This is an optimization exercise on Yosys and OpenROAD, whose aim is small area and a short achievable clock period, not a production implementation. Function was checked by simulation only, so behaviour that the tests miss may differ from the original. The flow treats the clock pin as an ideal source, which a real chip does not have.

## flow/design.v (module list and top-level ports; edited modules follow where they fit)
// module tnn_hidden_layer: 1904 lines
// module tnn_fa: 10 lines
// module tnn_ha: 9 lines
// module tnn_output_layer: 348 lines
// module tnn_argmax: 25 lines
// module tnn_classifier: 36 lines
module tnn_classifier (
    input  logic                                         clk,
    input  logic                                         rst_n,
    input  tnn_pkg::feature_t [tnn_pkg::FEAT_CNT-1:0]    features,
    input  logic                                         features_valid,
    output logic [tnn_pkg::CLASS_BITS-1:0]               prediction,
    output logic                                         prediction_valid
);
  // ...
==> flow/run.sh <==
#!/bin/bash
# synth_recipe.tcl (not shown) runs the flow's synth.tcl, then flattens the netlist and writes it again
# the make line also repeats each setting of config.mk as NAME=value (left out here)
make -C /OpenROAD-flow-scripts/flow DESIGN_CONFIG=/design/flow/config.mk WORK_HOME=/design/flow/orfs CLKGATE_MAP_FILE= SYNTH_SCRIPT=/design/flow/synth_recipe.tcl finish
==> flow/config.mk <==
export PLATFORM = sky130hd
export DESIGN_NAME = tnn_classifier
export DESIGN_NICKNAME = tnn_classifier
export VERILOG_FILES = /design/flow/design.v
export SDC_FILE = /design/flow/constraint.sdc
export NUM_CORES = 4
export LEC_CHECK = 0
export CAP_MARGIN = 20
export CORE_MARGIN = 2
export CORE_UTILIZATION = 40
export SLEW_MARGIN = 20
export SYNTH_HIERARCHICAL = 1
==> flow/constraint.sdc <==
create_clock -name core_clock -period 22.0 [get_ports {clk}]
set_input_delay 4.4000 -clock core_clock [delete_from_list [all_inputs] [get_ports {clk}]]
set_output_delay 4.4000 -clock core_clock [all_outputs]
set_load 0.01 [all_outputs]
==> summary.md, run 1 <==
| Metric | Value |
|---|---|
| Worst Tran Pin Value | 1110 ps |
| Area taken by multi-input logic gates | 18900 um^2 |
| Post-Syn Area per Cell | 12.9 um^2 |
| Reg2Reg Setup Slack | 15220 ps |
| Max_slew headroom | 25.5% |
| Layout cells sized above 1 | 4.59% |
| Fraction of area in non-clock buffers | 3.27% |
| TNS Setup | 0 ps |
| Syn_nets | 2752 |
| WHS | 355 ps |
| Max FFs per register | 64 |
| Yosys warns | 10 |
| ANT nets after route | 0 |
| CP Capture Type | flip-flop |
| Hold Crit Depth | 0 |
| # Taps | 773 |
| Hold WC Path Type | flip-flop to flip-flop |
| CTS tree | built |
| Clock buffer depth | 2 |
| DRT Pass-1 Iters | 20 |
| Fin cells | 2672 |
| Clock latency on the worst-skew pair | 510 ps |
| Post-CTS setup buffers | 0 |
| GRT Overall Usage | 28.9% |
| Clock sink total | 161 |
| CP Cell Sequence | ha_1 > fa_1 > fa_1 > fa_1 > inv_1 > fa_1 > fa_1 > fa_1 > inv_1 > fa_1 > ha_1 > or2_2 > fa_1 > nand2_1 > a211oi_1 > xnor2_1 |
| Status | finished clean |
| Tmin final | 6780 ps |
| Vias post-DR | 15.1k |
| Finished Core Util | 43.7% |
| Gpl congestion | 1.08 |
==> inputs of run 2 (changes only) <==
==> flow/flow/run.sh (new file) <==
#!/bin/bash
# Own layout flow: the standard flow (standard.sh, standard synthesis
# unchanged) with two changes:
#  - ports are buffered with buf_1 cells instead of the default choice;
#  - after clock-tree synthesis, post_cts.tcl delays the clock of the h_q
#    and a_q registers: useful skew between internal pipeline stages only
#    (the input register x_q and the output registers keep the tree's clock).
# make's full output goes to flow_make.log here; ORFS keeps each step's log
# under orfs/logs.
set -euo pipefail
here=$(pwd)
export BUFFER_PORTS_ARGS="-buffer_cell sky130_fd_sc_hd__buf_1"
export POST_CTS_TCL="$here/flow/post_cts.tcl"
bash standard.sh > "$here/flow_make.log" 2>&1
==> flow/flow/post_cts.tcl (new file) <==
# Sourced by ORFS's cts.tcl after clock-tree synthesis (POST_CTS_TCL).
# Useful skew between internal pipeline stages only: the registers that
# capture the hidden layer (h_q) and the class counts (a_q) get their clock
# through a delay cell; the input (x_q) and output registers keep the tree's
# clock. The delay cells' strengths are picked to balance the three
# register-to-register stages.
source [file join [file dirname [info script]] skew.tcl]

set_propagated_clock [all_clocks]
my_skew_group "h_q*" root {sky130_fd_sc_hd__clkdlybuf4s25_1} sky130_fd_sc_hd__clkbuf_8 8
my_skew_group "a_q*" leaf {sky130_fd_sc_hd__clkdlybuf4s25_1} sky130_fd_sc_hd__clkbuf_8 8
my_skew_cleanup
my_skew_tune {h_q* a_q*} {h_q* a_q* prediction*} \
  {sky130_fd_sc_hd__clkdlybuf4s15_1 sky130_fd_sc_hd__clkdlybuf4s18_1 sky130_fd_sc_hd__clkdlybuf4s25_1 sky130_fd_sc_hd__clkdlybuf4s50_1}
detailed_placement
==> flow/flow/skew.tcl (new file) <==
# Useful skew between internal pipeline stages: the clock pins of a group of
# registers are moved off the clock tree's leaf nets onto one delay chain
# tapped from the tree's root net, so that group's clock arrives later.
proc my_skew_group {pattern tap cells leafcell maxsinks} {
  set block [ord::get_db_block]
  set pins [get_pins $pattern/CLK]
  set n [llength $pins]
  if {$n == 0} { return }
  set sx 0; set sy 0
  foreach p $pins {
    set loc [[[sta::sta_to_db_pin $p] getInst] getLocation]
    set sx [expr {$sx + [lindex $loc 0]}]
    set sy [expr {$sy + [lindex $loc 1]}]
  }
  set dbu [$block getDbUnitsPerMicron]
  set x [expr {double($sx) / $n / $dbu}]
  set y [expr {double($sy) / $n / $dbu}]
  # root net: the input net of the leaf buffer that drives the first pin
  set leafnet [[sta::sta_to_db_pin [lindex $pins 0]] getNet]
  set leafbuf [[$leafnet getFirstOutput] getInst]
  set rootnet ""
  foreach it [$leafbuf getITerms] {
    if {[$it isInputSignal]} { set rootnet [[$it getNet] getName] }
  }
  set tag [string map {* {} ? {}} $pattern]
  set k 0
  set net $rootnet
  set chain $cells
  if {$tap eq "leaf"} { set net ""; set cells {} }
  foreach cell $cells {
    set bn "skew_${tag}_$k"
    if {$k == 0} {
      insert_buffer -buffer_cell $cell -net [get_nets $net] -load_pins $pins -load_pins_on_diff_nets -location [list $x $y] -buffer_name $bn -net_name ${bn}_net
    } else {
      insert_buffer -buffer_cell $cell -net [get_nets $net] -load_pins $pins -location [list $x $y] -buffer_name $bn -net_name ${bn}_net
    }
    # the new net is the one the moved pins are now on
    set net [[[sta::sta_to_db_pin [lindex $pins 0]] getNet] getName]
    incr k
  }
  # the chain's end feeds one leaf buffer per cluster of nearby sinks
  set k [expr {($n + $maxsinks - 1) / $maxsinks}]
  set pts {}
  foreach p $pins {
    set loc [[[sta::sta_to_db_pin $p] getInst] getLocation]
    lappend pts [list $p [expr {double([lindex $loc 0]) / $dbu}] [expr {double([lindex $loc 1]) / $dbu}]]
  }
  set pts [lsort -real -index 1 $pts]
  set cx {}; set cy {}
  for {set c 0} {$c < $k} {incr c} {
    set q [lindex $pts [expr {int(($c + 0.5) * $n / $k)}]]
    lappend cx [lindex $q 1]; lappend cy [lindex $q 2]
  }
  for {set iter 0} {$iter < 20} {incr iter} {
    set members [lrepeat $k {}]
    foreach q $pts {
      set best 0; set bd 1e18
      for {set c 0} {$c < $k} {incr c} {
        set d [expr {pow([lindex $q 1] - [lindex $cx $c], 2) + pow([lindex $q 2] - [lindex $cy $c], 2)}]
        if {$d < $bd} { set bd $d; set best $c }
      }
      lset members $best [concat [lindex $members $best] [list $q]]
    }
    for {set c 0} {$c < $k} {incr c} {
      set m [lindex $members $c]
      if {[llength $m] == 0} continue
      set ax 0; set ay 0
      foreach q $m { set ax [expr {$ax + [lindex $q 1]}]; set ay [expr {$ay + [lindex $q 2]}] }
      lset cx $c [expr {$ax / [llength $m]}]; lset cy $c [expr {$ay / [llength $m]}]
    }
  }
  for {set c 0} {$c < $k} {incr c} {
    set m [lindex $members $c]
    if {[llength $m] == 0} continue
    set cp {}
    foreach q $m { lappend cp [lindex $q 0] }
    set src $net
    if {$src eq ""} {
      # leaf tap: this cluster's own chain, fed from the leaf net of its first sink
      set src [[[sta::sta_to_db_pin [lindex $cp 0]] getNet] getName]
      set j 0
      foreach cell $chain {
        insert_buffer -buffer_cell $cell -net [get_nets $src] -load_pins $cp -load_pins_on_diff_nets -location [list [lindex $cx $c] [lindex $cy $c]] -buffer_name "skew_${tag}_c${c}_$j" -net_name "skew_${tag}_c${c}_${j}_net"
        set src [[[sta::sta_to_db_pin [lindex $cp 0]] getNet] getName]
        incr j
      }
    }
    insert_buffer -buffer_cell $leafcell -net [get_nets $src] -load_pins $cp -load_pins_on_diff_nets -location [list [lindex $cx $c] [lindex $cy $c]] -buffer_name "skew_${tag}_leaf$c" -net_name "skew_${tag}_leaf${c}_net"
  }
  puts "skew: $pattern: $n sinks, $tap tap, chain [join $chain {, }], then $k $leafcell"
}

# Leaf clock buffers left without loads are removed.
proc my_skew_cleanup {} {
  set block [ord::get_db_block]
  foreach inst [$block getInsts] {
    if {![string match "clkbuf_*" [$inst getName]]} continue
    set out ""
    foreach it [$inst getITerms] { if {[$it isOutputSignal]} { set out [$it getNet] } }
    if {$out eq "" || $out eq "NULL"} continue
    if {[llength [$out getITerms]] == 1 && [llength [$out getBTerms]] == 0} {
      puts "skew: removing unloaded clock buffer [$inst getName]"
      odb::dbInst_destroy $inst
      odb::dbNet_destroy $out
    }
  }
}

proc my_skew_worst {pattern} {
  set w 1e9; set h 1e9
  foreach p [get_pins $pattern/D] {
    set s [get_property $p slack_max]; if {$s < $w} { set w $s }
    set s [get_property $p slack_min]; if {$s < $h} { set h $s }
  }
  return [list $w $h]
}

# Swaps the delay cells of each group's chain (cells of equal size) to the
# combination that gives the best worst setup slack over the stages ending
# at the endpoints, keeping hold slack of the delayed groups at 0.05 ns.
proc my_skew_tune {groups ends masters} {
  set block [ord::get_db_block]
  set db [ord::get_db]
  estimate_parasitics -placement
  set insts {}
  foreach g $groups {
    set tag [string map {* {} ? {}} $g]
    set l {}
    foreach inst [$block getInsts] {
      if {[string match "skew_${tag}_*" [$inst getName]] && [string match "*clkdlybuf4s*" [[$inst getMaster] getName]]} { lappend l $inst }
    }
    lappend insts $l
  }
  set best ""; set bestv -1e9
  set combos {{}}
  foreach g $groups {
    set nc {}
    foreach c $combos { foreach m $masters { lappend nc [concat $c [list $m]] } }
    set combos $nc
  }
  foreach c $combos {
    foreach l $insts m $c {
      set mm [$db findMaster $m]
      foreach inst $l { $inst swapMaster $mm }
    }
    estimate_parasitics -placement
    set v 1e9
    foreach e $ends { set v [expr {min($v, [lindex [my_skew_worst $e] 0])}] }
    set hv 1e9
    foreach g $groups { set hv [expr {min($hv, [lindex [my_skew_worst $g] 1])}] }
    puts "skew tune: [join $c { }]: worst setup slack [format %.3f $v], hold [format %.3f $hv]"
    if {$hv >= 0.05 && $v > $bestv} { set bestv $v; set best $c }
  }
  if {$best eq ""} { set best [lindex $combos 0] }
  foreach l $insts m $best {
    set mm [$db findMaster $m]
    foreach inst $l { $inst swapMaster $mm }
  }
  estimate_parasitics -placement
  puts "skew tune: picked [join $best { }]"
}
==> flow/standard.sh (new file) <==
#!/bin/bash
# synth_recipe.tcl (not shown) runs the flow's synth.tcl, then flattens the netlist and writes it again
# the make line also repeats each setting of config.mk as NAME=value (left out here)
make -C /OpenROAD-flow-scripts/flow DESIGN_CONFIG=/design/flow/config.mk WORK_HOME=/design/flow/orfs CLKGATE_MAP_FILE= SYNTH_SCRIPT=/design/flow/synth_recipe.tcl "${@:-finish}"
removed: flow/run.sh
==> summary.md, run 2 <==
| Metric | Value |
|---|---|
| Clock latency on the worst-skew pair | 1410 ps (was 510 ps) |
| Initial antenna violation count | 2 (was 4) |
| Status | finished clean (unchanged) |
| Top Metal Used | met5 (unchanged) |
| Place WS | 15360 ps (was 15290 ps) |
| Final design area excluding fillers | 25700 um^2 (was 25800 um^2) |
| Placed inst area | 24800 um^2 (was 25200 um^2) |
| Post-Syn Area per Cell | 12.9 um^2 (unchanged) |
| Layout cells sized above 1 | 5.21% (was 4.59%) |
| Hold Crit Start | x_q[52]$_DFF_P_ (was v0_q$_DFF_PN0_) |
| Yosys warns | 10 (unchanged) |
| Max_slew headroom | 40.2% (was 25.5%) |
| TNS Setup | 0 ps (unchanged) |
| Commonest cells after routing, fill and taps aside | fa_1 (708), inv_1 (331), dfxtp_1 (157), ha_1 (127), buf_1 (71) (was fa_1 (708), inv_1 (331), dfxtp_1 (157), ha_1 (127), clkdlybuf4s50_1 (71)) |
| Final setup fails | 0 (unchanged) |
| GR Overflow Total | 0 (unchanged) |
| Reg-to-reg endpoint | h_q[10]$_DFF_P_ (was h_q[26]$_DFF_P_) |
| CTS tree | built (unchanged) |
| GRT Overall Usage | 29.4% (was 28.9%) |
| CP max FO | 6 (unchanged) |
| Post-DP HPWL | 72400 um (was 72800 um) |
| Reg2Reg Depth | 13 (was 16) |
| Crit path DAT | 7130 ps (was 7220 ps) |
| Pins over their slew limit | 0 (unchanged) |
| Worst Tran Pin Value | 896 ps (was 1110 ps) |
| Synthesized instance count | 1850 (unchanged) |
| IO Pins | 72 (unchanged) |
| Largest net degree at the start of global routing | 22 (unchanged) |
| Most common cell after layout, fill and taps aside | fa_1 (unchanged) |
| Final worst path period share | 26.6% (was 30.8%) |
| Layout net count | 2811 (was 2785) |
| Worst Clk Skew | 945 ps (was 18.8 ps) |
| DR WL met3 | 8760 um (was 9820 um) |
| Hold EP | h_q[18]$_DFF_P_ (was v1_q$_DFF_PN0_) |
| # DRC | 0 (unchanged) |
| Final hold vios | 0 (unchanged) |
| Gpl congestion | 1.04 (was 1.08) |
| Syn_nets | 2752 (unchanged) |
| Hold WC Path Type | flip-flop to flip-flop (unchanged) |
| WHS | 142 ps (was 355 ps) |
| Num rows | 89 (unchanged) |
| Critical Path Source Type | flip-flop (unchanged) |
| Mean routed wirelength per cell | 31.4 um (was 31.8 um) |
| M1 wire length | 34000 um (was 33400 um) |
| Clock sink total | 161 (unchanged) |
| Die area | 61800 um^2 (unchanged) |
| Die Ht | 249 um (unchanged) |
| DRT Pass-1 Iters | 22 (was 20) |
| RSZ-0062 raised after global routing | false (unchanged) |
| Vias post-DR | 15.3k (was 15.1k) |
| Synth-to-layout area growth | 7.17% (was 7.91%) |
| Reg with most FFs | x_q (unchanged) |
| CP required | 23290 ps (was 22440 ps) |
| Total wire length | 84600 um (was 85000 um) |
| Core Box Area | 59100 um^2 (unchanged) |
| Tmin final | 5840 ps (was 6780 ps) |
| Synthesized cell area | 23900 um^2 (unchanged) |
| Clk pin slew, worst setup/hold paths | 90 ps (about the same) |
| ANT nets after route | 0 (unchanged) |
| Initial Utilization | 40.5% (unchanged) |
| Die Width | 249 um (unchanged) |
| Vias/cell | 5.68 (was 5.64) |
| Final WS setup | 16160 ps (was 15220 ps) |
| Reg2Reg Setup Slack | 16160 ps (was 15220 ps) |
| Met2 WL | 36900 um (was 37000 um) |
| Max FFs per register | 64 (unchanged) |
| WS Path Type | flip-flop to flip-flop (unchanged) |
| Starting DRT DRC Count | 1515 (was 1461) |
| Global-route wire length before repair | 123000 um (about the same) |
| Port-buffer cells | 71 (unchanged) |
| Vias in the first global route | 17.1k (about the same) |
| CP Capture Type | flip-flop (unchanged) |
| FF-to-FF Start | x_q[8]$_DFF_P_ (unchanged) |
| Fill cells | 5450 (was 5407) |
| Max Cap Violations | 0 (unchanged) |
| Hold Crit Depth | 4 (was 0) |
| Fmax | 171 MHz (was 148 MHz) |
| Biggest regs | x_q x64, a_q x50, h_q x39 (unchanged) |
run 2: worst max-delay path by stage:
stage                       endpoint       startpoint  cells past startpoint  slack, ps
2_1_floorplan        h_q[30]$_DFF_P_  x_q[48]$_DFF_P_                     16      15880
3_3_place_gp         h_q[30]$_DFF_P_  x_q[48]$_DFF_P_                     15      15400
3_5_place_dp         h_q[30]$_DFF_P_  x_q[48]$_DFF_P_                     15      15360
5_1_grt        prediction[3]$_DFF_P_   a_q[9]$_DFF_P_                     13      15950
6_report             h_q[10]$_DFF_P_   x_q[8]$_DFF_P_                     13      16160
run 2: final cells by class, clock buffers not listed:
type	count	area (um^2)	share of cell area (%)
Multi-Input combinational cell	1283	18900	73.6
Sequential cell	161	3240	12.6
Inverter	331	1240	4.84
Tap cell	773	967	3.77
Timing Repair Buffer	95	447	1.74
Clock inverter	9	155	0.605
Antenna cell	1	2.50	0.00975
run 2: worst max-delay path, cell delays in order (launching register included):
cell and delay (ps):
dfxtp_1 540, ha_1 340, fa_1 380, fa_1 390
fa_1 830, inv_1 350, fa_1 940, fa_1 580
fa_1 510, fa_1 420, fa_1 410, fa_1 490
o21ai_0 100, xnor2_1 320
run 2: per-layer routing:
metal / GRT usage [%] / vias to the layer above
li1: - / 5925
met1: 38.6 / 8284
met2: 43.3 / 869
met3: 9.83 / 209
met4: 15.8 / 4
met5: 0 / -
run 2: through the flow:
stage / util [%] / instances
detailed placement: 41.9 / 2643
global route: 43.4 / 2693
finish: 43.4 / 2694
floorplan: - / 1850
global placement: 41.9 / 2643
==> inputs of run 3 (changes only) <==
--- a/flow/config.mk
+++ b/flow/config.mk
@@ -7,6 +7,7 @@
 export LEC_CHECK = 0
 export CAP_MARGIN = 20
 export CORE_MARGIN = 2
-export CORE_UTILIZATION = 40
+export CORE_UTILIZATION = 65
+export PLACE_DENSITY = 0.75
 export SLEW_MARGIN = 20
 export SYNTH_HIERARCHICAL = 1
==> summary.md, run 3 <==
| Metric | Value |
|---|---|
| Biggest regs | x_q x64, a_q x50, h_q x39 (unchanged) |
| Die Width | 196 um (was 249 um) |
| Commonest cells after routing, fill and taps aside | fa_1 (708), inv_1 (331), dfxtp_1 (157), ha_1 (127), buf_1 (71) (unchanged) |
| Flip-flop and latch area | 3240 um^2 (unchanged) |
| Post-Syn Area per Cell | 12.9 um^2 (unchanged) |
| Yosys warns | 10 (unchanged) |
| # DRC | 0 (unchanged) |
| Vias/cell | 6.84 (was 5.68) |
| Reg with most FFs | x_q (unchanged) |
| Vias post-DR | 16.4k (was 15.3k) |
| Total wire length | 89000 um (was 84600 um) |
| Syn_nets | 2752 (unchanged) |
| DRT Pass-1 Iters | 8 (was 22) |
| Synth-to-layout area growth | 5.68% (was 7.17%) |
| Max_slew headroom | 35.8% (was 40.2%) |
| Vias in the first global route | 18.1k (was 17.1k) |
| Synthesized instance count | 1850 (unchanged) |
| WS Path Type | flip-flop to flip-flop (unchanged) |
| CP required | 23220 ps (was 23290 ps) |
| Post-DP HPWL | 75100 um (was 72400 um) |
| Initial Utilization | 65.7% (was 40.5%) |
| Mean routed wirelength per cell | 37.2 um (was 31.4 um) |
| Final design area excluding fillers | 25300 um^2 (was 25700 um^2) |
| Final setup fails | 0 (unchanged) |
| Initial antenna violation count | 2 (unchanged) |
| Worst Clk Skew | 911 ps (was 945 ps) |
| Area taken by multi-input logic gates | 18900 um^2 (unchanged) |
| Die Ht | 196 um (was 249 um) |
| Crit path DAT | 7050 ps (was 7130 ps) |
| Clk pin slew, worst setup/hold paths | 110 ps (was 90 ps) |
| Gpl congestion | 1.11 (was 1.04) |
| Core Box Area | 36400 um^2 (was 59100 um^2) |
| Clock sink total | 161 (unchanged) |
| Port-buffer cells | 71 (unchanged) |
| Fmax | 172 MHz (was 171 MHz) |
| Critical Path Source Type | flip-flop (unchanged) |
| GRT Overall Usage | 50.9% (was 29.4%) |
| Largest net degree at the start of global routing | 22 (unchanged) |
| ANT nets after route | 0 (unchanged) |
| Starting DRT DRC Count | 2180 (was 1515) |
| Num rows | 70 (was 89) |
| CTS tree | built (unchanged) |
| Final hold vios | 0 (unchanged) |
| Layout cells sized above 1 | 5.56% (was 5.21%) |
| Max Cap Violations | 0 (unchanged) |
| Placed inst area | 24400 um^2 (was 24800 um^2) |
| Tmin final | 5830 ps (was 5840 ps) |
| TNS Setup | 0 ps (unchanged) |
| Max FFs per register | 64 (unchanged) |
| Hold WC Path Type | flip-flop to flip-flop (unchanged) |
| Worst Tran Pin Value | 956 ps (was 896 ps) |
| GR Overflow Total | 0 (unchanged) |
| CP max FO | 6 (unchanged) |
| RSZ-0062 raised after global routing | false (unchanged) |
| Pins over their slew limit | 0 (unchanged) |
| Die area | 38400 um^2 (was 61800 um^2) |
| Global-route wire length before repair | 128000 um (was 123000 um) |
| Layout net count | 2813 (was 2811) |
| Placed cell count | 2340 (was 2643) |
| Finished Core Util | 69.4% (was 43.4%) |
| CP Capture Type | flip-flop (unchanged) |
| Fill cells | 2561 (was 5450) |
| Synthesized cell area | 23900 um^2 (unchanged) |
| Fin cells | 2393 (was 2694) |
| Clock latency on the worst-skew pair | 1370 ps (was 1410 ps) |
| Most common cell after layout, fill and taps aside | fa_1 (unchanged) |
| Status | finished clean (unchanged) |
| IO Pins | 72 (unchanged) |
| Final worst path period share | 26.5% (was 26.6%) |
## run 3: cell count changes in the layout (fill, tap and decap cells not counted)
cell,change
buf_4,+2
bufinv_16,-4
clkbuf_1,-3
clkbuf_16,-1
clkinv_2,-2
clkinv_8,+7
clkinvlp_4,-1
inv_12,+1
inv_6,+1
inv_8,+4
o21ai_0,+1
o21ai_1,-1
## run 3: routing by layer
layer  vias up  GRT usage, %  wire length, um
li1       5931             -                -
met1      8536          67.2            31800
met5         -          2.68              202
met2      1573          66.4            35300
met3       310          29.4            16300
met4         8          26.5             5450
## run 3: area by class of cell, clock buffers not listed
| cell class | instances | area share, % |
|---|---|---|
| multi-input combinational | 1283 | 74.7 |
| sequential | 161 | 12.8 |
| inverter | 331 | 4.91 |
| tap | 468 | 2.31 |
| timing repair buffer | 97 | 1.83 |
| clock inverter | 15 | 0.796 |
| antenna | 1 | 0.00989 |
## run 3: final timing paths
kind	start	to	slack, ps	depth (start not counted)
max in group asynchronous	rst_n	v2_q$_DFF_PN0_	18090	1
worst max-delay path	x_q[36]$_DFF_P_	h_q[19]$_DFF_P_	16170	13
worst max register to register	x_q[36]$_DFF_P_	h_q[19]$_DFF_P_	16170	13
min in group asynchronous	rst_n	v0_q$_DFF_PN0_	3740	1
worst min register to register	x_q[52]$_DFF_P_	h_q[18]$_DFF_P_	120	4
worst min-delay path	x_q[52]$_DFF_P_	h_q[18]$_DFF_P_	120	4
## run 3: critical path: stages, from the launching register on
cell     delay [ps]
dfxtp_1         650
inv_1           270
ha_1            260
fa_1            380
fa_1            390
fa_1            990
fa_1            760
fa_1            760
fa_1            490
fa_1            400
ha_1            310
a21o_1          160
maj3_1          360
maj3_1          370
## run 3: through the flow
| step | setup WS [ps] | hold WS [ps] |
|---|---|---|
| 6_report | 16170 | 121 |
| 5_1_grt | 16010 | 137 |
| 3_5_place_dp | 15380 | 338 |
| 3_3_place_gp | 15460 | 343 |
| 2_1_floorplan | 15880 | 331 |
==> module tnn_classifier, before the edit <==
module tnn_classifier (
    input  logic                                         clk,
    input  logic                                         rst_n,
    input  tnn_pkg::feature_t [tnn_pkg::FEAT_CNT-1:0]    features,
    input  logic                                         features_valid,
    output logic [tnn_pkg::CLASS_BITS-1:0]               prediction,
    output logic                                         prediction_valid
);
    logic [63:0] x_q;
    logic [39:0] h, h_q;
    logic [49:0] a, a_q;
    logic [3:0]  idx;
    logic        v0_q, v1_q, v2_q;
    tnn_hidden_layer u_hidden (.x(x_q), .h(h));
    tnn_output_layer u_output (.h(h_q), .a(a));
    tnn_argmax       u_argmax (.a(a_q), .idx(idx));
    always_ff @(posedge clk) begin
        x_q        <= features;
        h_q        <= h;
        a_q        <= a;
        prediction <= idx;
    end
    always_ff @(posedge clk or negedge rst_n) begin
        if (!rst_n) begin
            v0_q             <= 1'b0;
            v1_q             <= 1'b0;
            v2_q             <= 1'b0;
            prediction_valid <= 1'b0;
        end else begin
            v0_q             <= features_valid;
            v1_q             <= v0_q;
            v2_q             <= v1_q;
            prediction_valid <= v2_q;
        end
    end
endmodule
==> inputs of run 4 (changes only) <==
--- a/flow/design.v
+++ b/flow/design.v
@@ -2396,28 +2396,41 @@
     assign a[49] = on_292;
 endmodule
 `timescale 1ns/1ps
-module tnn_argmax (
+module tnn_argmax_narrow (
     input  logic [49:0] a,
-    output logic [3:0]  idx
+    output logic [9:0]  alive
 );
-    logic [9:0] bitv [6];        
-    logic [9:0] alive [7];       
+    logic [9:0] bitv [5];        
+    logic [9:0] al [6];          
     for (genvar c = 0; c < 10; c++) begin : g_bits
-        assign bitv[0][c] = tnn_pkg::CLASS_BIAS[(9-c)*tnn_pkg::SCORE_BITS];
-        for (genvar k = 1; k < 6; k++) begin : g_k
-            assign bitv[k][c] = a[5*c + k - 1];
+        for (genvar k = 0; k < 5; k++) begin : g_k
+            assign bitv[k][c] = a[5*c + k];
         end
     end
-    assign alive[6] = '1;
-    for (genvar k = 5; k >= 0; k--) begin : g_elim
+    assign al[5] = '1;
+    for (genvar k = 4; k >= 0; k--) begin : g_elim
         logic any;
-        assign any      = |(alive[k+1] & bitv[k]);
-        assign alive[k] = alive[k+1] & (bitv[k] | {10{~any}});
+        assign any   = |(al[k+1] & bitv[k]);
+        assign al[k] = al[k+1] & (bitv[k] | {10{~any}});
     end
+    assign alive = al[0];
+endmodule
+module tnn_argmax_pick (
+    input  logic [9:0] alive,
+    output logic [3:0] idx
+);
+    logic [9:0] par;             
+    logic [9:0] best;
+    logic       any;
+    for (genvar c = 0; c < 10; c++) begin : g_par
+        assign par[c] = tnn_pkg::CLASS_BIAS[(9-c)*tnn_pkg::SCORE_BITS];
+    end
+    assign any  = |(alive & par);
+    assign best = alive & (par | {10{~any}});
     always_comb begin
         idx = '0;
         for (int c = 9; c >= 0; c--) begin
-            if (alive[0][c]) idx = c[3:0];
+            if (best[c]) idx = c[3:0];
         end
     end
 endmodule
@@ -2433,15 +2446,18 @@
     logic [63:0] x_q;
     logic [39:0] h, h_q;
     logic [49:0] a, a_q;
+    logic [9:0]  m, m_q;
     logic [3:0]  idx;
-    logic        v0_q, v1_q, v2_q;
+    logic        v0_q, v1_q, v2_q, v3_q;
     tnn_hidden_layer u_hidden (.x(x_q), .h(h));
     tnn_output_layer u_output (.h(h_q), .a(a));
-    tnn_argmax       u_argmax (.a(a_q), .idx(idx));
+    tnn_argmax_narrow u_narrow (.a(a_q), .alive(m));
+    tnn_argmax_pick   u_pick   (.alive(m_q), .idx(idx));
     always_ff @(posedge clk) begin
         x_q        <= features;
         h_q        <= h;
         a_q        <= a;
+        m_q        <= m;
         prediction <= idx;
     end
     always_ff @(posedge clk or negedge rst_n) begin
@@ -2449,12 +2465,14 @@
             v0_q             <= 1'b0;
             v1_q             <= 1'b0;
             v2_q             <= 1'b0;
+            v3_q             <= 1'b0;
             prediction_valid <= 1'b0;
         end else begin
             v0_q             <= features_valid;
             v1_q             <= v0_q;
             v2_q             <= v1_q;
-            prediction_valid <= v2_q;
+            v3_q             <= v2_q;
+            prediction_valid <= v3_q;
         end
     end
 endmodule
==> flow/flow/run.sh (replaced) <==
#!/bin/bash
# Own layout flow: the standard flow (standard.sh, standard synthesis
# unchanged) with two changes:
#  - ports are buffered with buf_1 cells instead of the default choice;
#  - after clock-tree synthesis, post_cts.tcl delays the clock of the h_q,
#    a_q and m_q registers: useful skew between internal pipeline stages
#    only (the input register x_q and the output registers keep the tree's
#    clock).
# make's full output goes to flow_make.log here; ORFS keeps each step's log
# under orfs/logs.
set -euo pipefail
here=$(pwd)
export BUFFER_PORTS_ARGS="-buffer_cell sky130_fd_sc_hd__buf_1"
export POST_CTS_TCL="$here/flow/post_cts.tcl"
bash standard.sh > "$here/flow_make.log" 2>&1
==> flow/flow/post_cts.tcl (replaced) <==
# Sourced by ORFS's cts.tcl after clock-tree synthesis (POST_CTS_TCL).
# Useful skew between internal pipeline stages only: the registers h_q, a_q
# and m_q (neither fed by input ports nor feeding output ports) get their
# clock later through delay cells; x_q and the output registers keep the
# tree's clock. The delay cells' strengths are then picked to balance the
# register-to-register stages; hold slack down to -0.5 ns is left to the
# hold repair after global routing, which pads the short paths.
source [file join [file dirname [info script]] skew.tcl]

set_propagated_clock [all_clocks]
set dly sky130_fd_sc_hd__clkdlybuf4s25_1
my_skew_group "h_q*" root 2 $dly sky130_fd_sc_hd__clkbuf_8 8
my_skew_group "a_q*" root 1 $dly sky130_fd_sc_hd__clkbuf_8 8
my_skew_group "m_q*" leaf 1 $dly sky130_fd_sc_hd__clkbuf_4 8
my_skew_cleanup
my_skew_tune {h_q* a_q* m_q* prediction*} {h_q* a_q* m_q*} \
  {sky130_fd_sc_hd__clkdlybuf4s15_1 sky130_fd_sc_hd__clkdlybuf4s18_1 sky130_fd_sc_hd__clkdlybuf4s18_2 sky130_fd_sc_hd__clkdlybuf4s25_1 sky130_fd_sc_hd__clkdlybuf4s25_2 sky130_fd_sc_hd__clkdlybuf4s50_1} \
  -0.5 2
detailed_placement
==> flow/flow/skew.tcl (replaced) <==
# Useful skew between internal pipeline stages, applied after clock-tree
# synthesis. A group of registers (all of them internal: neither fed by an
# input port nor feeding an output port) is moved off the tree's leaf nets:
#  - root tap: one chain of delay cells on the tree's root net, then one leaf
#    buffer per cluster of nearby registers;
#  - leaf tap: per cluster, a chain fed from the leaf net of its first
#    register, then its leaf buffer.
# The chains' delay cells all have one footprint, so my_skew_tune can
# swap their strengths to balance the register-to-register stages.

set ::my_skew_slots [dict create]

proc my_skew_pin_inst {p} { return [[sta::sta_to_db_pin $p] getInst] }

# driver instance of the net a pin is on
proc my_skew_driver {p} { return [[[[sta::sta_to_db_pin $p] getNet] getFirstOutput] getInst] }

proc my_skew_group {pattern tap nslots dlycell leafcell maxsinks} {
  set block [ord::get_db_block]
  set dbu [$block getDbUnitsPerMicron]
  set pins [get_pins $pattern/CLK]
  set n [llength $pins]
  if {$n == 0} { return }
  set tag [string map {* {} ? {} [ {} ] {}} $pattern]
  set pts {}
  foreach p $pins {
    set loc [[my_skew_pin_inst $p] getLocation]
    lappend pts [list $p [expr {double([lindex $loc 0]) / $dbu}] [expr {double([lindex $loc 1]) / $dbu}]]
  }
  # clusters of nearby registers (k-means on placement)
  set k [expr {($n + $maxsinks - 1) / $maxsinks}]
  set pts [lsort -real -index 1 $pts]
  set cx {}; set cy {}
  for {set c 0} {$c < $k} {incr c} {
    set q [lindex $pts [expr {int(($c + 0.5) * $n / $k)}]]
    lappend cx [lindex $q 1]; lappend cy [lindex $q 2]
  }
  for {set iter 0} {$iter < 20} {incr iter} {
    set members [lrepeat $k {}]
    foreach q $pts {
      set best 0; set bd 1e18
      for {set c 0} {$c < $k} {incr c} {
        set d [expr {pow([lindex $q 1] - [lindex $cx $c], 2) + pow([lindex $q 2] - [lindex $cy $c], 2)}]
        if {$d < $bd} { set bd $d; set best $c }
      }
      lset members $best [concat [lindex $members $best] [list $q]]
    }
    for {set c 0} {$c < $k} {incr c} {
      set m [lindex $members $c]
      if {[llength $m] == 0} continue
      set ax 0; set ay 0
      foreach q $m { set ax [expr {$ax + [lindex $q 1]}]; set ay [expr {$ay + [lindex $q 2]}] }
      lset cx $c [expr {$ax / [llength $m]}]; lset cy $c [expr {$ay / [llength $m]}]
    }
  }
  set gx 0; set gy 0
  foreach q $pts { set gx [expr {$gx + [lindex $q 1]}]; set gy [expr {$gy + [lindex $q 2]}] }
  set gx [expr {$gx / $n}]; set gy [expr {$gy / $n}]
  set root ""
  if {$tap eq "root"} {
    # the root net: input of the leaf buffer that drives the first register
    set leafbuf [my_skew_driver [lindex $pins 0]]
    foreach it [$leafbuf getITerms] { if {[$it isInputSignal]} { set root [[$it getNet] getName] } }
    set src $root
    for {set s 0} {$s < $nslots} {incr s} {
      if {$s == 0} {
        insert_buffer -buffer_cell $dlycell -net [get_nets $src] -load_pins $pins -load_pins_on_diff_nets -location [list $gx $gy] -buffer_name "skew_${tag}_d$s" -net_name "skew_${tag}_d${s}_net"
      } else {
        insert_buffer -buffer_cell $dlycell -net [get_nets $src] -load_pins $pins -location [list $gx $gy] -buffer_name "skew_${tag}_d$s" -net_name "skew_${tag}_d${s}_net"
      }
      dict lappend ::my_skew_slots "$tag:$s" [my_skew_driver [lindex $pins 0]]
      set src [[[sta::sta_to_db_pin [lindex $pins 0]] getNet] getName]
    }
  }
  set nc 0
  for {set c 0} {$c < $k} {incr c} {
    set m [lindex $members $c]
    if {[llength $m] == 0} continue
    incr nc
    set cp {}
    foreach q $m { lappend cp [lindex $q 0] }
    set loc [list [lindex $cx $c] [lindex $cy $c]]
    if {$tap eq "root"} {
      set src $root
      if {$nslots > 0} { set src [[[sta::sta_to_db_pin [lindex $pins 0]] getNet] getName] }
    } else {
      set src [[[sta::sta_to_db_pin [lindex $cp 0]] getNet] getName]
      for {set s 0} {$s < $nslots} {incr s} {
        insert_buffer -buffer_cell $dlycell -net [get_nets $src] -load_pins $cp -load_pins_on_diff_nets -location $loc -buffer_name "skew_${tag}_c${c}_d$s" -net_name "skew_${tag}_c${c}_d${s}_net"
        dict lappend ::my_skew_slots "$tag:$s" [my_skew_driver [lindex $cp 0]]
        set src [[[sta::sta_to_db_pin [lindex $cp 0]] getNet] getName]
      }
    }
    insert_buffer -buffer_cell $leafcell -net [get_nets $src] -load_pins $cp -load_pins_on_diff_nets -location $loc -buffer_name "skew_${tag}_c${c}_leaf" -net_name "skew_${tag}_c${c}_leaf_net"
  }
  puts "skew: $pattern: $n registers, $tap tap, $nslots delay cells, $nc clusters with $leafcell"
}

# Leaf clock buffers left without loads are removed.
proc my_skew_cleanup {} {
  set block [ord::get_db_block]
  foreach inst [$block getInsts] {
    if {![string match "clkbuf_*" [$inst getName]]} continue
    set out ""
    foreach it [$inst getITerms] { if {[$it isOutputSignal]} { set out [$it getNet] } }
    if {$out eq "" || $out eq "NULL"} continue
    if {[llength [$out getITerms]] == 1 && [llength [$out getBTerms]] == 0} {
      puts "skew: removing unloaded clock buffer [$inst getName]"
      odb::dbInst_destroy $inst
      odb::dbNet_destroy $out
    }
  }
}

proc my_skew_worst {pattern} {
  set w 1e9; set h 1e9
  foreach p [get_pins $pattern/D] {
    set s [get_property $p slack_max]; if {$s < $w} { set w $s }
    set s [get_property $p slack_min]; if {$s < $h} { set h $s }
  }
  return [list $w $h]
}

proc my_skew_eval {ends holdgroups} {
  estimate_parasitics -placement
  set v 1e9
  foreach e $ends { set v [expr {min($v, [lindex [my_skew_worst $e] 0])}] }
  set hv 1e9
  foreach g $holdgroups { set hv [expr {min($hv, [lindex [my_skew_worst $g] 1])}] }
  return [list $v $hv]
}

# Coordinate descent over the delay-cell slots: each slot's cells take the
# strength that gives the best worst setup slack over ends, with hold slack
# on the delayed groups at least holdmin.
proc my_skew_tune {ends holdgroups masters holdmin rounds} {
  set db [ord::get_db]
  set cur [dict create]
  dict for {slot insts} $::my_skew_slots { dict set cur $slot [[[lindex $insts 0] getMaster] getName] }
  set r [my_skew_eval $ends $holdgroups]
  puts "skew tune: start: setup [format %.3f [lindex $r 0]] hold [format %.3f [lindex $r 1]]"
  for {set round 0} {$round < $rounds} {incr round} {
    dict for {slot insts} $::my_skew_slots {
      set bestm [dict get $cur $slot]; set bestv -1e9; set besth -1e9
      foreach m $masters {
        set mm [$db findMaster $m]
        foreach inst $insts { $inst swapMaster $mm }
        set r [my_skew_eval $ends $holdgroups]
        set ok [expr {[lindex $r 1] >= $holdmin}]
        # feasible beats infeasible; then better setup; infeasible: better hold
        set sv [expr {round([lindex $r 0] * 200) / 200.0}]
        if {($ok && ($besth < $holdmin || $sv > $bestv || ($sv == $bestv && [lindex $r 1] > $besth))) || (!$ok && $besth < $holdmin && [lindex $r 1] > $besth)} {
          set bestm $m; set bestv $sv; set besth [lindex $r 1]
        }
      }
      set mm [$db findMaster $bestm]
      foreach inst $insts { $inst swapMaster $mm }
      dict set cur $slot $bestm
      puts "skew tune: round $round slot $slot: $bestm (setup [format %.3f $bestv], hold [format %.3f $besth])"
    }
  }
  set r [my_skew_eval $ends $holdgroups]
  puts "skew tune: end: setup [format %.3f [lindex $r 0]] hold [format %.3f [lindex $r 1]]"
}
--- a/flow/config.mk
+++ b/flow/config.mk
@@ -7,7 +7,7 @@
 export LEC_CHECK = 0
 export CAP_MARGIN = 20
 export CORE_MARGIN = 2
-export CORE_UTILIZATION = 65
-export PLACE_DENSITY = 0.75
+export CORE_UTILIZATION = 40
+export HOLD_SLACK_MARGIN = 0.05
 export SLEW_MARGIN = 20
 export SYNTH_HIERARCHICAL = 1
==> summary.md, run 4 <==
| Metric | Value |
|---|---|
| Synthesized instance count | 1844 (was 1850) |
| Biggest regs | x_q x64, a_q x50, h_q x39 (unchanged) |
| Fmax | 175 MHz (was 172 MHz) |
| IO Pins | 72 (unchanged) |
| Die Width | 250 um (was 196 um) |
| Hold WC Path Type | flip-flop to flip-flop (unchanged) |
| Final hold vios | 0 (unchanged) |
| FF-to-FF Start | x_q[60]$_DFF_P_ (was x_q[36]$_DFF_P_) |
| Post-DP HPWL | 70500 um (was 75100 um) |
| RSZ-0062 raised after global routing | false (unchanged) |
| DRT Pass-1 Iters | 8 (unchanged) |
| Max Cap Violations | 0 (unchanged) |
| Clock latency on the worst-skew pair | 1550 ps (was 1370 ps) |
| Vias/cell | 5.66 (was 6.84) |
| Die area | 62400 um^2 (was 38400 um^2) |
| Layout net count | 2809 (was 2813) |
| Global-route wire length before repair | 123000 um (was 128000 um) |
| Pins over their slew limit | 0 (unchanged) |
| Most common cell after layout, fill and taps aside | fa_1 (unchanged) |
| Final worst path period share | 26.0% (was 26.5%) |
| Max_slew headroom | 37.7% (was 35.8%) |
| Fill cells | 5577 (was 2561) |
| Synthesized cell area | 24200 um^2 (was 23900 um^2) |
| Mean routed wirelength per cell | 31.0 um (was 37.2 um) |
| CP Capture Type | flip-flop (unchanged) |
| Syn_nets | 2746 (was 2752) |
| # DRC | 0 (unchanged) |
| Gpl congestion | 1.07 (was 1.11) |
| CTS tree | built (unchanged) |
| Initial antenna violation count | 2 (unchanged) |
| WS Path Type | flip-flop to flip-flop (unchanged) |
| Vias in the first global route | 17.3k (was 18.1k) |
| Layout cells sized above 1 | 5.57% (was 5.56%) |
| TNS Setup | 0 ps (unchanged) |
| Antenna cells | 0 (was 1) |
| Crit path depth | 14 (was 13) |
| Commonest cells after routing, fill and taps aside | fa_1 (708), inv_1 (339), dfxtp_1 (167), ha_1 (127), buf_1 (71) (was fa_1 (708), inv_1 (331), dfxtp_1 (157), ha_1 (127), buf_1 (71)) |
| Port-buffer cells | 71 (unchanged) |
| Worst Tran Pin Value | 933 ps (was 956 ps) |
| CP max FO | 6 (unchanged) |
| Setup crit start | x_q[60]$_DFF_P_ (was x_q[36]$_DFF_P_) |
| CP max stage cell | fa_1 (unchanged) |
| Hold Crit Start | x_q[11]$_DFF_P_ (was x_q[52]$_DFF_P_) |
| ANT nets after route | 0 (unchanged) |
| Crit-path max cell delay | 1110 ps (was 990 ps) |
| Placed cell count | 2650 (was 2340) |
| Crit path DAT | 7160 ps (was 7050 ps) |
| Hold Crit Depth | 5 (was 4) |
| Core Box Area | 60000 um^2 (was 36400 um^2) |
| CP Cell Sequence | ha_1 > fa_1 > fa_1 > fa_1 > fa_1 > fa_1 > fa_1 > fa_1 > fa_1 > fa_1 > fa_1 > nor3_1 > nand2_1 > xnor2_1 (was inv_1 > ha_1 > fa_1 > fa_1 > fa_1 > fa_1 > fa_1 > fa_1 > fa_1 > ha_1 > a21o_1 > maj3_1 > maj3_1) |
| Max FFs per register | 64 (unchanged) |
| Largest net degree at the start of global routing | 19 (was 22) |
| Synth-to-layout area growth | 6.94% (was 5.68%) |
| CP bufs+invs | 0 (was 1) |
| Post-Syn Area per Cell | 13.1 um^2 (was 12.9 um^2) |
| Crit path max-delay family | adder cells (unchanged) |
| CP required | 23440 ps (was 23220 ps) |
| GR Overflow Total | 0 (unchanged) |
| Vias post-DR | 15.3k (was 16.4k) |
| Clk pin slew, worst setup/hold paths | 90 ps (was 110 ps) |
| Critical Path Source Type | flip-flop (unchanged) |
| Starting DRT DRC Count | 1394 (was 2180) |
| Worst Clk Skew | 1080 ps (was 911 ps) |
| Reg with most FFs | x_q (unchanged) |
| Die Ht | 250 um (was 196 um) |
| Final setup fails | 0 (unchanged) |
| Tmin final | 5720 ps (was 5830 ps) |
| Total wire length | 83700 um (was 89000 um) |
| Crit-path most repeated cell | fa_1 (unchanged) |
| GRT Overall Usage | 29.2% (was 50.9%) |
| Fin cells | 2702 (was 2393) |
| Clock sink total | 172 (was 161) |
| Status | finished clean (unchanged) |
| Reg2Reg Depth | 14 (was 13) |
| Yosys warns | 11 (was 10) |
| Num rows | 90 (was 70) |
| Initial Utilization | 40.3% (was 65.7%) |
run 4: routing by layer:
layer  global-route usage (%)  routed length, um  vias to the layer above  share of wire, %
met5                    0.772                 76                        -             0.091
met4                     15.3               4610                        4               5.5
met3                     12.1               9710                      195                12
met2                     42.6              36800                      929                44
met1                     37.0              32600                     8232                39
li1                         -                  -                     5925                 -
run 4: metrics by stage:
step	cell area [um^2]	utilization [%]	hold slack (ps)	setup slack, ps
floorplan	24200	-	331	15880
global placement	25000	41.7	340	15280
detailed placement	25000	41.7	336	15200
global route	25800	43.1	141	16150
finish	25800	43.1	190	16280
run 4: cell type report, clock buffers not listed:
| class | instances | area [um^2] | share of cell area [%] |
|---|---|---|---|
| sequential | 172 | 3470 | 13.4 |
| timing repair buffer | 98 | 472 | 1.82 |
| tap | 782 | 978 | 3.79 |
| multi-input combinational | 1260 | 18900 | 73.0 |
| clock inverter | 15 | 135 | 0.523 |
| inverter | 339 | 1270 | 4.92 |
run 4: worst paths after layout:
check	slack, ps	end
setup / recovery	16280	h_q[28]$_DFF_P_
hold / removal	190	h_q[24]$_DFF_P_
setup reg to reg	16280	h_q[28]$_DFF_P_
hold reg to reg	190	h_q[24]$_DFF_P_
max in group asynchronous	18060	v0_q$_DFF_PN0_
min in group asynchronous	3740	v2_q$_DFF_PN0_
run 4: worst min-delay path: stages (launching register included):
cell and delay, ps:
dfxtp_1 310, buf_4 250, fa_1 220, maj3_1 200, nand3_1 80, a21oi_1 150
==> inputs of run 5 (changes only) <==
--- a/flow/flow/post_cts.tcl
+++ b/flow/flow/post_cts.tcl
@@ -10,10 +10,10 @@
 set_propagated_clock [all_clocks]
 set dly sky130_fd_sc_hd__clkdlybuf4s25_1
 my_skew_group "h_q*" root 2 $dly sky130_fd_sc_hd__clkbuf_8 8
-my_skew_group "a_q*" root 1 $dly sky130_fd_sc_hd__clkbuf_8 8
+my_skew_group "a_q*" root 2 $dly sky130_fd_sc_hd__clkbuf_8 8
 my_skew_group "m_q*" leaf 1 $dly sky130_fd_sc_hd__clkbuf_4 8
 my_skew_cleanup
-my_skew_tune {h_q* a_q* m_q* prediction*} {h_q* a_q* m_q*} \
+my_skew_tune2 {h_q* a_q* m_q*} prediction* \
   {sky130_fd_sc_hd__clkdlybuf4s15_1 sky130_fd_sc_hd__clkdlybuf4s18_1 sky130_fd_sc_hd__clkdlybuf4s18_2 sky130_fd_sc_hd__clkdlybuf4s25_1 sky130_fd_sc_hd__clkdlybuf4s25_2 sky130_fd_sc_hd__clkdlybuf4s50_1} \
-  -0.5 2
+  -0.5
 detailed_placement
--- a/flow/flow/skew.tcl
+++ b/flow/flow/skew.tcl
@@ -162,3 +162,86 @@
   set r [my_skew_eval $ends $holdgroups]
   puts "skew tune: end: setup [format %.3f [lindex $r 0]] hold [format %.3f [lindex $r 1]]"
 }
+
+proc my_skew_latency {pattern} {
+  set s 0.0; set n 0
+  foreach p [get_pins $pattern/CLK] { set s [expr {$s + [get_property $p arrival_max_rise]}]; incr n }
+  return [expr {$s / $n}]
+}
+
+proc my_skew_combos {lists} {
+  set combos {{}}
+  foreach l $lists {
+    set nc {}
+    foreach c $combos { foreach m $l { lappend nc [concat $c [list $m]] } }
+    set combos $nc
+  }
+  return $combos
+}
+
+# Chain of register groups g1..gn (launch side x, capture side y):
+# stage i ends at group i, the last stage ends at the endpoint pattern last.
+# Each group's latency is measured for every setting of its delay slots;
+# stage periods and hold slacks then follow the latency changes, and the
+# setting with the smallest worst stage period (hold slack at least
+# holdmin) is applied.
+proc my_skew_tune2 {groups last masters holdmin} {
+  set db [ord::get_db]
+  estimate_parasitics -placement
+  set P0 {}; set H0 {}; set L0 {}
+  foreach g $groups {
+    set r [my_skew_worst $g]
+    lappend P0 [expr {22.0 - [lindex $r 0]}]
+    lappend H0 [lindex $r 1]
+    lappend L0 [my_skew_latency $g]
+  }
+  set PL [expr {22.0 - [lindex [my_skew_worst $last] 0]}]
+  puts "skew tune: base periods [join $P0 { }] last $PL holds [join $H0 { }]"
+  # per group: settings and their latency change
+  set opts {}
+  foreach g $groups L $L0 {
+    set tag [string map {* {} ? {} [ {} ] {}} $g]
+    set slots {}
+    set s 0
+    while {[dict exists $::my_skew_slots "$tag:$s"]} { lappend slots [dict get $::my_skew_slots "$tag:$s"]; incr s }
+    set base {}
+    foreach sl $slots { lappend base [[[lindex $sl 0] getMaster] getName] }
+    set ml {}
+    foreach sl $slots { lappend ml $masters }
+    set gl {}
+    foreach c [my_skew_combos $ml] {
+      foreach sl $slots m $c { set mm [$db findMaster $m]; foreach inst $sl { $inst swapMaster $mm } }
+      estimate_parasitics -placement
+      lappend gl [list $c [expr {[my_skew_latency $g] - $L}]]
+    }
+    foreach sl $slots m $base { set mm [$db findMaster $m]; foreach inst $sl { $inst swapMaster $mm } }
+    lappend opts [list $slots $gl]
+  }
+  # search all settings with the latency model
+  set n [llength $groups]
+  set lists {}
+  foreach o $opts { lappend lists [lindex $o 1] }
+  set best ""; set bestv 1e9
+  foreach combo [my_skew_combos $lists] {
+    set ok 1; set worst 0.0; set prev 0.0
+    for {set i 0} {$i < $n} {incr i} {
+      set d [lindex [lindex $combo $i] 1]
+      set p [expr {[lindex $P0 $i] + $prev - $d}]
+      set h [expr {[lindex $H0 $i] + $prev - $d}]
+      if {$h < $holdmin} { set ok 0; break }
+      set worst [expr {max($worst, $p)}]
+      set prev $d
+    }
+    if {!$ok} continue
+    set worst [expr {max($worst, $PL + $prev)}]
+    if {$worst < $bestv - 1e-6} { set bestv $worst; set best $combo }
+  }
+  if {$best eq ""} { puts "skew tune: no setting keeps hold slack above $holdmin; keeping the base"; return }
+  foreach o $opts b $best {
+    foreach sl [lindex $o 0] m [lindex $b 0] { set mm [$db findMaster $m]; foreach inst $sl { $inst swapMaster $mm } }
+  }
+  estimate_parasitics -placement
+  set got {}
+  foreach g $groups { lappend got [format %.3f [expr {22.0 - [lindex [my_skew_worst $g] 0]}]] }
+  puts "skew tune: picked [join $best { | }]: model worst period [format %.3f $bestv], measured stage periods [join $got { }] last [format %.3f [expr {22.0 - [lindex [my_skew_worst $last] 0]}]]"
+}
--- a/flow/config.mk
+++ b/flow/config.mk
@@ -7,7 +7,8 @@
 export LEC_CHECK = 0
 export CAP_MARGIN = 20
 export CORE_MARGIN = 2
-export CORE_UTILIZATION = 40
+export CORE_UTILIZATION = 65
 export HOLD_SLACK_MARGIN = 0.05
+export PLACE_DENSITY = 0.75
 export SLEW_MARGIN = 20
 export SYNTH_HIERARCHICAL = 1
==> summary.md, run 5 <==
| Metric | Value |
|---|---|
| Hold WC Path Type | flip-flop to flip-flop (unchanged) |
| Max Cap Violations | 0 (unchanged) |
| Die area | 38700 um^2 (was 62400 um^2) |
| Final hold vios | 0 (unchanged) |
| Yosys warns | 11 (unchanged) |
| CP max stage cell | dfrtp_1 (was fa_1) |
| TNS Setup | 0 ps (unchanged) |
| Total wire length | 80600 um (was 83700 um) |
| Status | finished clean (unchanged) |
| Pins over their slew limit | 0 (unchanged) |
| Global-route wire length before repair | 118000 um (was 123000 um) |
| Tmin final | 5340 ps (was 5720 ps) |
| Port-buffer cells | 71 (unchanged) |
| DR WL met3 | 14500 um (was 9710 um) |
| Synthesized instance count | 1844 (unchanged) |
| Vias/cell | 6.50 (was 5.66) |
| Initial antenna violation count | 1 (was 2) |
| Num rows | 70 (was 90) |
| Final setup fails | 0 (unchanged) |
| Worst Tran Pin Value | 1080 ps (was 933 ps) |
| CP required | 17600 ps (was 23440 ps) |
| IO Pins | 72 (unchanged) |
| Crit-path max cell delay | 350 ps (was 1110 ps) |
| Synthesized cell area | 24200 um^2 (unchanged) |
| Mean routed wirelength per cell | 33.8 um (was 31.0 um) |
| GR Overflow Total | 0 (unchanged) |
| DRT Pass-1 Iters | 11 (was 8) |
| Clk pin slew, worst setup/hold paths | 60 ps (was 90 ps) |
| Die Width | 197 um (was 250 um) |
| Post-Syn Area per Cell | 13.1 um^2 (unchanged) |
| Die Ht | 197 um (was 250 um) |
| M1 wire length | 31000 um (was 32600 um) |
| Layout cells sized above 1 | 4.65% (was 5.57%) |
| Layout net count | 2804 (was 2809) |
| ANT nets after route | 0 (unchanged) |
| Largest net degree at the start of global routing | 18 (was 19) |
| Placed inst area | 24500 um^2 (was 25000 um^2) |
| Synth-to-layout area growth | 5.40% (was 6.94%) |
| CP max FO | 1 (was 6) |
| Core Box Area | 36600 um^2 (was 60000 um^2) |
| Crit path max-delay family | flip-flops (was adder cells) |
| Syn_nets | 2746 (unchanged) |
| Most common cell after layout, fill and taps aside | fa_1 (unchanged) |
| CP Capture Type | output port (was flip-flop) |
| Antenna cells | 0 (unchanged) |
| Commonest cells after routing, fill and taps aside | fa_1 (708), inv_1 (339), dfxtp_1 (167), ha_1 (127), buf_1 (71) (unchanged) |
| Max_slew headroom | 27.9% (was 37.7%) |
| Fmax | 187 MHz (was 175 MHz) |
| RSZ-0062 raised after global routing | false (unchanged) |
| Critical Path Source Type | flip-flop (unchanged) |
| Met2 WL | 31600 um (was 36800 um) |
| Post-DP HPWL | 71000 um (was 70500 um) |
| Reg with most FFs | x_q (unchanged) |
| Initial Utilization | 66.0% (was 40.3%) |
| CTS tree | built (unchanged) |
| Clock sink total | 172 (unchanged) |
| Crit path DAT | 940 ps (was 7160 ps) |
| Vias post-DR | 15.5k (was 15.3k) |
| CP bufs+invs | 1 (was 0) |
| Worst Clk Skew | 1520 ps (was 1080 ps) |
| GRT Overall Usage | 46.4% (was 29.2%) |
| Final worst path period share | 24.3% (was 26.0%) |
| Max FFs per register | 64 (unchanged) |
| Gpl congestion | 1.11 (was 1.07) |
| CP Cell Sequence | buf_1 (was ha_1 > fa_1 > fa_1 > fa_1 > fa_1 > fa_1 > fa_1 > fa_1 > fa_1 > fa_1 > fa_1 > nor3_1 > nand2_1 > xnor2_1) |
| Vias in the first global route | 16.9k (was 17.3k) |
| Final design area excluding fillers | 25500 um^2 (was 25800 um^2) |
| Top Metal Used | met5 (unchanged) |
| WS Path Type | flip-flop to output port (was flip-flop to flip-flop) |
| Finished Core Util | 69.6% (was 43.1%) |
| Clock latency on the worst-skew pair | 1960 ps (was 1550 ps) |
| Biggest regs | x_q x64, a_q x50, h_q x39 (unchanged) |
| Starting DRT DRC Count | 2252 (was 1394) |
| # DRC | 0 (unchanged) |
-- run 5: cell count changes in the layout (fill, tap and decap cells not counted), moves of 2 or more --
cell	change
clkinv_8	+4
clkdlybuf4s25_1	-2
dlygate4sd3_1	+12
clkdlybuf4s50_1	+4
buf_4	-17
clkinvlp_4	-5
clkinv_4	+3
-- run 5: final cells by class, clock buffers not listed --
cell class / instances / area [um^2]
Multi-Input combinational cell: 1260 / 18900
Sequential cell: 172 / 3470
Timing Repair Buffer: 93 / 464
Clock inverter: 15 / 180
Fill cell: 2649 / 11100
Tap cell: 468 / 586
Inverter: 339 / 1270
-- run 5: per-stage QoR --
stage	std cells	setup WS, ps	hold slack, ps
after floorplan	1844	15880	331
after detailed placement	2319	15370	337
after global routing	2383	16500	96.8
after global placement	2319	15520	340
final	2383	16660	69.8
-- run 5: worst paths after layout --
check	end	slack (ps)	depth (start not counted)	start
max in group asynchronous	prediction_valid$_DFF_PN0_	18040	1	rst_n
min in group asynchronous	v0_q$_DFF_PN0_	3760	1	rst_n
worst max register to register	h_q[22]$_DFF_P_	16720	16	x_q[48]$_DFF_P_
worst min register to register	h_q[19]$_DFF_P_	70	4	x_q[43]$_DFF_P_
worst min-delay path	h_q[19]$_DFF_P_	70	4	x_q[43]$_DFF_P_
worst max-delay path	prediction_valid	16660	1	prediction_valid$_DFF_PN0_
-- run 5: per-layer routing --
| layer | vias to the layer above | GRT usage, % |
|---|---|---|
| met1 | 8050 | 66.0 |
| met4 | 2 | 18.0 |
| li1 | 5898 | - |
| met3 | 206 | 25.2 |
| met2 | 1343 | 59.8 |
| met5 | - | 0 |

-- re-timing with driven ports --
No port has a modelled driver above. Below, the same layouts with a new extraction and two added sets of constraints.
Step 1 (the two cells are an assumption about what drives the block):
set clk [get_ports {clk}]
set_driving_cell -lib_cell sky130_fd_sc_hd__clkbuf_16 $clk
set_driving_cell -lib_cell sky130_fd_sc_hd__buf_2 [delete_from_list [all_inputs] $clk]
Step 2, shift: input delay + t, output delay - t, t = (earliest + latest rising clock arrival at the registers) / 2. This alone moves slack from input paths to output paths.
a / b / c = ideal / step 1 / step 2; a / b = the first two.
| run | t (ns) | slack for setup (ns) | latest minus earliest clock arrival (ns) | cell pins on the clock port's net |
|---|---|---|---|---|
| run 1 | 0.559 | 15.223 / 15.223 / 15.223 | 0.019 / 0.019 | 1 |
| run 2 | 1.000 | 16.158 / 16.158 / 16.158 | 0.946 / 0.945 | 1 |
| run 3 | 0.979 | 16.171 / 16.171 / 16.171 | 0.913 / 0.913 | 1 |
| run 4 | 1.073 | 16.280 / 16.280 / 16.280 | 1.076 / 1.076 | 1 |
| run 5 | 1.256 | 16.657 / 16.602 / 16.611 | 1.520 / 1.519 | 1 |
In run 2, run 3, run 4 and run 5 the clock reaches the registers at very different times; t lies between them, and the last value is a rough guide only. The setup slack of run 5, which loses most, moves by -0.055 ns with the drivers and by -0.046 ns with both steps.
